This design comes from an exercise in tuning for small area, a short achievable clock period and few clock cycles per item on the open sky130 flow, not from production work. At most, simulation tests tie the RTL to the original design; equivalence was not proved. No activity file was given, so power comes from the tool's default toggle rates.

## conway_top
module conway_top (
  input  logic       clk,
  input  logic       boot_reset,
  input  logic       rx_valid,
  input  logic [7:0] rx_data,
  output logic       rx_ready,
  output logic       tx_valid,
  output logic [7:0] tx_data,
  input  logic       tx_ready
);
For scale: ~680 flip-flops, roughly 22 I/O pins.
Settings: LEC_CHECK=0, CAP_MARGIN=20, CORE_MARGIN=2, CORE_UTILIZATION=40, PLACE_DENSITY=0.6, SLEW_MARGIN=20; clock period 10.0 ns.
run.sh (not shown) runs the stock make flow with config.mk's settings and CLKGATE_MAP_FILE= SYNTH_SCRIPT=/design/flow/synth_recipe.tcl, a recipe that flattens the netlist after the stock synthesis.
The starting point went through all stages and came out clean.
Next try:
--- a/flow/design.v
+++ b/flow/design.v
@@ -59,33 +59,38 @@
         nx_y   = 4'd0;
         nx_c   = 6'd0;
       end
     end else if (ph_c == 6'd33) begin
       nx_c = 6'd0;
       if (ph_y == 4'd15) nx_hdr = 1'b1;
       else               nx_y   = ph_y + 1'b1;
     end
   end
-  logic is_cell, y0, y15, dead;
-  logic hold;   
+  logic is_cell, x0, x31, y0, y15, dead;
   assign is_cell = !ph_hdr && !ph_c[5];
+  assign x0   = (ph_c == 6'd0);
+  assign x31  = (ph_c == 6'd31);
   assign y0   = (ph_y == 4'd0);
   assign y15  = (ph_y == 4'd15);
   assign dead = ph_hdr && (ph_c == 6'd0);
   logic [L-1:0]  ring;
   logic [K:1]    old;     
   logic [31:0]   lp;      
   logic          cap_u;   
   logic [15:0]   lfsr;
   logic          zero;    
   logic          pass_rand;
   logic          pass_step;
   logic n_x0, n_x31, n_y0, n_y15;
+  assign n_x0  = ph_hdr ? (ph_c == 6'd4) : (ph_c == 6'd33);
+  assign n_x31 = !ph_hdr && (ph_c == 6'd30);
+  assign n_y0  = ph_hdr || (y0 && ph_c != 6'd33);
+  assign n_y15 = !ph_hdr && (ph_c == 6'd33 ? (ph_y == 4'd14) : y15);
   logic nb_ul, nb_u, nb_ur, nb_l, nb_r, nb_dl, nb_d, nb_dr;
   always_comb begin
     nb_u  = n_y0 ? ring[38] : old[33];
     nb_ul = n_y0 ? (n_x0 ? ring[7] : ring[39]) : (n_x0 ? old[2] : old[34]);
     nb_ur = n_x31 ? cap_u : (n_y0 ? ring[37] : old[32]);
     nb_l  = n_x0 ? ring[L-32] : ring[0];
     nb_r  = n_x31 ? old[30] : ring[L-2];
     nb_dl = n_y15 ? lp[29] : (n_x0 ? ring[L-66] : ring[L-34]);
     nb_d  = n_y15 ? lp[28] : ring[L-35];
@@ -114,40 +119,29 @@
   assign next_alive = eq3 || (ring[L-1] && eq2);
   assign cell_val   = pass_rand ? lfsr[0] :
                       zero      ? 1'b0    :
                       pass_step ? nxt_alive : ring[0];
   always_ff @(posedge clk) begin
     ring  <= {ring[L-2:1], cell_val, ring[L-1]};
     old   <= {old[K-1:1], ring[0]};
     lp    <= {lp[30:0], (is_cell && y0) ? ring[0] : lp[31]};
     if (n_x0) cap_u <= nb_u;
-    if (boot_reset) begin
-      n_x0  <= 1'b0;
-      n_x31 <= 1'b0;
-      n_y0  <= 1'b1;
-      n_y15 <= 1'b0;
-    end else if (!hold) begin
-      n_x0  <= ph_hdr ? (ph_c == 6'd3) : (ph_c == 6'd32);
-      n_x31 <= !ph_hdr && (ph_c == 6'd29);
-      n_y0  <= ph_hdr || (y0 && !ph_c[5]);
-      n_y15 <= !ph_hdr && (ph_c[5] ? (ph_y == 4'd14) : y15);
-    end
     nxt_alive <= next_alive;
   end
   logic       fa;         
   logic       is_auto;    
   logic       running;
   logic [2:0] arm_cnt;    
   logic       nb_hdr;     
   logic [3:0] nb_y;
   logic [5:0] nb_c;
   logic fire, free, accept, is_rand, is_step, is_run, cmd_frame, auto_go, start;
-  logic nb_match, load, last_fire;
+  logic nb_match, load, last_fire, hold;
   logic [7:0] slot_byte;
   assign fire      = tx_valid && tx_ready;
   assign free      = !tx_valid || tx_ready;
   assign accept    = rx_valid && rx_ready;
   assign is_rand   = (rx_data == 8'h30);
   assign is_step   = (rx_data == 8'h31);
   assign is_run    = (rx_data == 8'h20);
   assign cmd_frame = accept && (is_rand || (is_step && !running));
   assign auto_go   = rx_ready && !rx_valid && running && (arm_cnt == 3'd5);
@@ -170,22 +164,22 @@
       slot_byte = 8'h0d;
     end else begin
       slot_byte = 8'h0a;
     end
   end
   always_ff @(posedge clk) begin
     if (pass_rand && is_cell) begin
       lfsr <= {1'b0, lfsr[15:1]} ^ (lfsr[0] ? LFSR_TAPS : 16'h0000);
     end
-    if (rx_ready || load) begin
+    if (start || load) begin
       tx_data <= slot_byte;
     end
-    if (rx_ready || load) begin
+    if (start || load) begin
       nb_hdr <= nx_hdr;
       nb_y   <= nx_y;
       nb_c   <= nx_c;
     end
     if (boot_reset) begin
       ph_hdr    <= 1'b1;
       ph_y      <= 4'd15;
       ph_c      <= 6'd1;
       fa        <= 1'b0;
Effect:
- The changed run produced a clean layout
- sequential share of layout area came out higher by 0.46 points
- setup slack loses 140 ps
- fmax falls by 3.7%
- clock-buffer cell count climbs by 8
- synthesized area fell by about 0.6%
- die area is lower by 0.61%
- final area falls by 1.2%
- via count came out lower by 2.2%
- first-iteration DRC count grows by about 5.4%
- final cell count is lower by about 0.37%
- total power decreases by about 2.6%
- hold slack degrades by 6.8 ps
No functional check of the RTL was part of any run of this note.

* * *

## build 46
The RTL this note starts from:
==> flow/design.v <==
`default_nettype none
package life_pkg;
  typedef struct packed {
    logic       valid;
    logic [7:0] data;
  } byte_beat_t;
  typedef enum logic [1:0] {
    OP_NONE,
    OP_RANDOMIZE,
    OP_STEP
  } engine_op_t;
  typedef struct packed {
    logic       valid;
    engine_op_t op;
  } engine_req_t;
  typedef struct packed {
    logic [4-1:0] y;
    logic [5-1:0]  x;
  } cell_addr_t;
  typedef enum logic [2:0] {
    ENG_IDLE,
    ENG_RANDOMIZE,
    ENG_COUNT,
    ENG_COPY,
    ENG_PRINT
  } engine_state_t;
  typedef enum logic [2:0] {PR_IDLE, PR_HOME, PR_CELLS, PR_CR, PR_LF} print_state_t;
endpackage
`default_nettype wire
`timescale 1ns/1ps
`default_nettype none
module conway_top (
  input  logic       clk,
  input  logic       boot_reset,
  input  logic       rx_valid,
  input  logic [7:0] rx_data,
  output logic       rx_ready,
  output logic       tx_valid,
  output logic [7:0] tx_data,
  input  logic       tx_ready
);
  localparam int          L         = 549;  
  localparam int          K         = 34;   
  localparam logic [15:0] LFSR_SEED = 16'hace1;
  localparam logic [15:0] LFSR_TAPS = 16'hb400;
  logic       ph_hdr;
  logic [3:0] ph_y;
  logic [5:0] ph_c;
  logic       nx_hdr;
  logic [3:0] nx_y;
  logic [5:0] nx_c;
  always_comb begin
    nx_hdr = ph_hdr;
    nx_y   = ph_y;
    nx_c   = ph_c + 1'b1;
    if (ph_hdr) begin
      if (ph_c == 6'd4) begin
        nx_hdr = 1'b0;
        nx_y   = 4'd0;
        nx_c   = 6'd0;
      end
    end else if (ph_c == 6'd33) begin
      nx_c = 6'd0;
      if (ph_y == 4'd15) nx_hdr = 1'b1;
      else               nx_y   = ph_y + 1'b1;
    end
  end
  logic is_cell, y0, y15, dead;
  logic hold;   
  assign is_cell = !ph_hdr && !ph_c[5];
  assign y0   = (ph_y == 4'd0);
  assign y15  = (ph_y == 4'd15);
  assign dead = ph_hdr && (ph_c == 6'd0);
  logic [L-1:0]  ring;
  logic [K:1]    old;     
  logic [31:0]   lp;      
  logic          cap_u;   
  logic [15:0]   lfsr;
  logic          zero;    
  logic          pass_rand;
  logic          pass_step;
  logic n_x0, n_x31, n_y0, n_y15;
  logic nb_ul, nb_u, nb_ur, nb_l, nb_r, nb_dl, nb_d, nb_dr;
  always_comb begin
    nb_u  = n_y0 ? ring[38] : old[33];
    nb_ul = n_y0 ? (n_x0 ? ring[7] : ring[39]) : (n_x0 ? old[2] : old[34]);
    nb_ur = n_x31 ? cap_u : (n_y0 ? ring[37] : old[32]);
    nb_l  = n_x0 ? ring[L-32] : ring[0];
    nb_r  = n_x31 ? old[30] : ring[L-2];
    nb_dl = n_y15 ? lp[29] : (n_x0 ? ring[L-66] : ring[L-34]);
    nb_d  = n_y15 ? lp[28] : ring[L-35];
    nb_dr = n_y15 ? lp[27] : (n_x31 ? ring[L-4] : ring[L-36]);
  end
  function automatic logic [4:0] count4(input logic a, b, c, d);
    logic pa, qa, pb, qb;
    pa = a ^ b;
    qa = a & b;
    pb = c ^ d;
    qb = c & d;
    count4[0] = !(a | b | c | d);
    count4[1] = (pa ^ pb) && !qa && !qb;
    count4[2] = (qa && !pb && !qb) || (qb && !pa && !qa) || (pa && pb);
    count4[3] = (qa && pb) || (qb && pa);
    count4[4] = qa && qb;
  endfunction
  logic [4:0] cnt_a, cnt_b;
  logic       eq2, eq3, next_alive, nxt_alive;
  logic       cell_val;
  assign cnt_a = count4(nb_ul, nb_u, nb_ur, nb_l);
  assign cnt_b = count4(nb_r, nb_dl, nb_d, nb_dr);
  assign eq2 = (cnt_a[0] && cnt_b[2]) || (cnt_a[1] && cnt_b[1]) || (cnt_a[2] && cnt_b[0]);
  assign eq3 = (cnt_a[0] && cnt_b[3]) || (cnt_a[1] && cnt_b[2]) ||
               (cnt_a[2] && cnt_b[1]) || (cnt_a[3] && cnt_b[0]);
  assign next_alive = eq3 || (ring[L-1] && eq2);
  assign cell_val   = pass_rand ? lfsr[0] :
                      zero      ? 1'b0    :
                      pass_step ? nxt_alive : ring[0];
  always_ff @(posedge clk) begin
    ring  <= {ring[L-2:1], cell_val, ring[L-1]};
    old   <= {old[K-1:1], ring[0]};
    lp    <= {lp[30:0], (is_cell && y0) ? ring[0] : lp[31]};
    if (n_x0) cap_u <= nb_u;
    n_x0  <= !hold && (ph_hdr ? (ph_c == 6'd3) : (ph_c == 6'd32));
    n_x31 <= !hold && !ph_hdr && (ph_c == 6'd29);
    n_y0  <= hold || ph_hdr || (y0 && !ph_c[5]);
    n_y15 <= !hold && !ph_hdr && (ph_c[5] ? (ph_y == 4'd14) : y15);
    nxt_alive <= next_alive;
  end
  logic       fa;         
  logic       is_auto;    
  logic       running;
  logic [2:0] arm_cnt;    
  logic       nb_hdr;     
  logic [3:0] nb_y;
  logic [5:0] nb_c;
  logic fire, free, accept, is_rand, is_step, is_run, cmd_frame, auto_go, start;
  logic nb_match, load, last_fire;
  logic [7:0] slot_byte;
  assign fire      = tx_valid && tx_ready;
  assign free      = !tx_valid || tx_ready;
  assign accept    = rx_valid && rx_ready;
  assign is_rand   = (rx_data == 8'h30);
  assign is_step   = (rx_data == 8'h31);
  assign is_run    = (rx_data == 8'h20);
  assign cmd_frame = accept && (is_rand || (is_step && !running));
  assign auto_go   = rx_ready && !rx_valid && running && (arm_cnt == 3'd5);
  assign start     = cmd_frame || auto_go;
  assign nb_match  = (nb_hdr == ph_hdr) && (nb_y == ph_y) && (nb_c == ph_c);
  assign load      = fa && free && nb_match && !dead;
  assign last_fire = fire && nb_hdr && (nb_c == 6'd0);
  assign hold      = rx_ready && zero && !running && !rx_valid;
  always_comb begin
    if (ph_hdr) begin
      case (ph_c[2:0])
        3'd1:    slot_byte = 8'h1b;
        3'd2:    slot_byte = 8'h5b;
        3'd3:    slot_byte = 8'h3b;
        default: slot_byte = 8'h48;
      endcase
    end else if (!ph_c[5]) begin
      slot_byte = cell_val ? 8'h4f : 8'h20;
    end else if (!ph_c[0]) begin
      slot_byte = 8'h0d;
    end else begin
      slot_byte = 8'h0a;
    end
  end
  always_ff @(posedge clk) begin
    if (pass_rand && is_cell) begin
      lfsr <= {1'b0, lfsr[15:1]} ^ (lfsr[0] ? LFSR_TAPS : 16'h0000);
    end
    if (rx_ready || load) begin
      tx_data <= slot_byte;
    end
    if (rx_ready || load) begin
      nb_hdr <= nx_hdr;
      nb_y   <= nx_y;
      nb_c   <= nx_c;
    end
    if (start) begin
      is_auto   <= auto_go;
      pass_step <= !(cmd_frame && is_rand);
    end else if (dead) begin
      pass_step <= 1'b0;
    end
    if (!running || (last_fire && is_auto)) begin
      arm_cnt <= 3'd0;
    end else if (dead && arm_cnt != 3'd5) begin
      arm_cnt <= arm_cnt + 1'b1;
    end
    if (boot_reset) begin
      ph_hdr    <= 1'b1;
      ph_y      <= 4'd15;
      ph_c      <= 6'd1;
      fa        <= 1'b0;
      tx_valid  <= 1'b0;
      rx_ready  <= 1'b1;
      running   <= 1'b0;
      pass_rand <= 1'b0;
      zero      <= 1'b1;
      lfsr      <= LFSR_SEED;
    end else begin
      if (!hold) begin
        ph_hdr <= nx_hdr;
        ph_y   <= nx_y;
        ph_c   <= nx_c;
      end
      if (start) begin
        tx_valid  <= 1'b1;
        fa        <= 1'b1;
        pass_rand <= cmd_frame && is_rand;
        if (cmd_frame && is_rand) zero <= 1'b0;
      end else if (load) begin
        tx_valid <= 1'b1;
      end else if (fire) begin
        tx_valid <= 1'b0;
      end
      if (last_fire) fa <= 1'b0;
      if (dead) pass_rand <= 1'b0;
      if (accept && is_run) begin
        running <= !running;
      end else if (accept && is_step && running) begin
        running <= 1'b0;
      end
      rx_ready <= hold || (dead && !(fa && !last_fire));
    end
  end
endmodule
`default_nettype wire
Settings: LEC_CHECK=0, CAP_MARGIN=20, CORE_MARGIN=2, CORE_UTILIZATION=60, CTS_BUF_LIST=sky130_fd_sc_hd__clkbuf_8, CTS_CLUSTER_DIAMETER=50, CTS_CLUSTER_SIZE=20, PLACE_DENSITY=0.75, SLEW_MARGIN=20; clock period 10.0 ns.
standard.sh (not shown) runs the stock make flow with config.mk's settings and CLKGATE_MAP_FILE= SYNTH_SCRIPT=/design/flow/synth_recipe.tcl, a recipe that flattens the netlist after the stock synthesis.
==> flow/flow/run.sh <==
#!/bin/bash
# The standard ORFS layout (the standard.sh, unchanged synthesis and steps),
# with one change: the port buffers that global placement inserts on every input
# and output are buf_4 cells instead of the flow's default choice.
# The full make/tool output goes to standard.log in the work folder.
set -euo pipefail
bash standard.sh finish "BUFFER_PORTS_ARGS=-buffer_cell sky130_fd_sc_hd__buf_4" > standard.log 2>&1
Build 46 went all the way through synthesis, placement and routing and the layout is clean on timing, DRC and antenna.
Testbench counts of build 46, summed over its fixed seeds: cycles 52,704, frames 96.
Setup changes, build 46 to trial 6
--- a/flow/design.v
+++ b/flow/design.v
@@ -67,5 +67,4 @@
   end
   logic is_cell, y0, y15, dead;
-  logic hold;   
   assign is_cell = !ph_hdr && !ph_c[5];
   assign y0   = (ph_y == 4'd0);
@@ -121,8 +120,8 @@
     lp    <= {lp[30:0], (is_cell && y0) ? ring[0] : lp[31]};
     if (n_x0) cap_u <= nb_u;
-    n_x0  <= !hold && (ph_hdr ? (ph_c == 6'd3) : (ph_c == 6'd32));
-    n_x31 <= !hold && !ph_hdr && (ph_c == 6'd29);
-    n_y0  <= hold || ph_hdr || (y0 && !ph_c[5]);
-    n_y15 <= !hold && !ph_hdr && (ph_c[5] ? (ph_y == 4'd14) : y15);
+    n_x0  <= ph_hdr ? (ph_c == 6'd3) : (ph_c == 6'd32);
+    n_x31 <= !ph_hdr && (ph_c == 6'd29);
+    n_y0  <= ph_hdr || (y0 && !ph_c[5]);
+    n_y15 <= !ph_hdr && (ph_c[5] ? (ph_y == 4'd14) : y15);
     nxt_alive <= next_alive;
   end
@@ -131,10 +130,15 @@
   logic       running;
   logic [2:0] arm_cnt;    
+  logic       fin;        
+  logic       sync;       
   logic       nb_hdr;     
   logic [3:0] nb_y;
   logic [5:0] nb_c;
+  logic       nb_eq;      
   logic fire, free, accept, is_rand, is_step, is_run, cmd_frame, auto_go, start;
-  logic nb_match, load, last_fire;
+  logic want, load, miss, last_fire, last_slot;
   logic [7:0] slot_byte;
+  logic [6:0] tx_low;   
+  assign tx_data = {1'b0, tx_low};
   assign fire      = tx_valid && tx_ready;
   assign free      = !tx_valid || tx_ready;
@@ -146,8 +150,9 @@
   assign auto_go   = rx_ready && !rx_valid && running && (arm_cnt == 3'd5);
   assign start     = cmd_frame || auto_go;
-  assign nb_match  = (nb_hdr == ph_hdr) && (nb_y == ph_y) && (nb_c == ph_c);
-  assign load      = fa && free && nb_match && !dead;
-  assign last_fire = fire && nb_hdr && (nb_c == 6'd0);
-  assign hold      = rx_ready && zero && !running && !rx_valid;
+  assign want      = fa && !fin && (sync || nb_eq);
+  assign load      = want && free;
+  assign miss      = fa && !fin && sync && !free;
+  assign last_fire = fire && fin;
+  assign last_slot = !ph_hdr && (ph_y == 4'd15) && (ph_c == 6'd33);
   always_comb begin
     if (ph_hdr) begin
@@ -171,11 +176,16 @@
     end
     if (rx_ready || load) begin
-      tx_data <= slot_byte;
-    end
-    if (rx_ready || load) begin
-      nb_hdr <= nx_hdr;
-      nb_y   <= nx_y;
-      nb_c   <= nx_c;
-    end
+      tx_low <= slot_byte[6:0];
+    end
+    if (sync) begin
+      nb_hdr <= ph_hdr;
+      nb_y   <= ph_y;
+      nb_c   <= ph_c;
+    end
+    nb_eq <= !sync && (nb_hdr == nx_hdr) && (nb_y == nx_y) && (nb_c == nx_c);
+    if (start || load) sync <= 1'b1;
+    else if (miss)     sync <= 1'b0;
+    if (start)     fin <= 1'b0;
+    else if (load) fin <= last_slot;
     if (start) begin
       is_auto   <= auto_go;
@@ -192,8 +202,8 @@
       ph_hdr    <= 1'b1;
       ph_y      <= 4'd15;
-      ph_c      <= 6'd1;
+      ph_c      <= 6'd0;
       fa        <= 1'b0;
       tx_valid  <= 1'b0;
-      rx_ready  <= 1'b1;
+      rx_ready  <= 1'b0;
       running   <= 1'b0;
       pass_rand <= 1'b0;
@@ -201,9 +211,7 @@
       lfsr      <= LFSR_SEED;
     end else begin
-      if (!hold) begin
-        ph_hdr <= nx_hdr;
-        ph_y   <= nx_y;
-        ph_c   <= nx_c;
-      end
+      ph_hdr <= nx_hdr;
+      ph_y   <= nx_y;
+      ph_c   <= nx_c;
       if (start) begin
         tx_valid  <= 1'b1;
@@ -223,5 +231,5 @@
         running <= 1'b0;
       end
-      rx_ready <= hold || (dead && !(fa && !last_fire));
+      rx_ready <= dead && !(fa && !last_fire);
     end
   end
==> summary.txt <==
Taking build 46 as the reference, in trial 6 aggregate routed wire length -2.2%, sum of internal, switching and leakage power closely matched the old numbers, initial antenna violation count saw little to no change. Against build 46, wire length the detailed router placed on met1 in trial 6 fell by a few percent. Compare trial 6 and build 46 | met3 usage in global routing higher: trial 6. As far as number of flops mapped to enable cells by yosys goes, build 46 and trial 6 are indistinguishable; the numbers are identical. The lower netlist area before placement of trial 6 and build 46 is in trial 6. In the tables for trial 6 and build 46, estimated wirelength of the detail-placed design reads higher with build 46. NOTE: total number of cells along the worst setup path in trial 6 exceeds that of build 46. Compared with build 46, non-clock buffer count in trial 6 decreased by a few percent. On register-to-register slack: between trial 6 and build 46, it ends up lower for build 46. Delay of the slowest critical-path stage up 0.12 ns in trial 6 wrt build 46. NOTE: relative contribution of the clock network to total power in trial 6 exceeds that of build 46. Looking at worst reg2reg path depth, trial 6 sits 2 above build 46.
Only the layout flow was run in trial 6; the RTL was not checked for function there.

[what the ideal ports hide]
No port has a modelled driver above. Below, the same layouts with a new extraction and two added sets of constraints.
Step 1 assumes that a clkbuf_16 drives the clock port and a buf_2 every other input.
Step 2 moves the port delays by t, midway between the first and last clock arrival at a register: inputs arrive t later, outputs are due t later. That takes back most of the time a late clock gives input paths.
a / b / c = ideal ports / drivers / drivers and shift; a / b = the first two.
| run | t (ns) | setup WS [ns] | latest minus earliest clock arrival (ns) | worst slew at a driven data input, ns | cell pins on the clock port's net |
|---|---|---|---|---|---|
| the first run of note 1 | 0.623 | 6.411 / 6.389 / 5.815 | 0.037 / 0.037 | 0.03 | 1 |
| the second run of note 1 | 0.617 | 6.272 / 6.295 / 5.677 | 0.028 / 0.029 | 0.04 | 1 |
| build 46 | 0.604 | 6.872 / 6.827 / 6.490 | 0.017 / 0.018 | 0.03 | 1 |
| trial 6 | 0.606 | 6.828 / 6.841 / 6.243 | 0.023 / 0.024 | 0.03 | 1 |
After both steps every run listed still meets setup and hold. For the first run of note 1, which loses most, drivers alone change the setup slack by -0.022 ns; drivers and shift together by -0.596 ns.
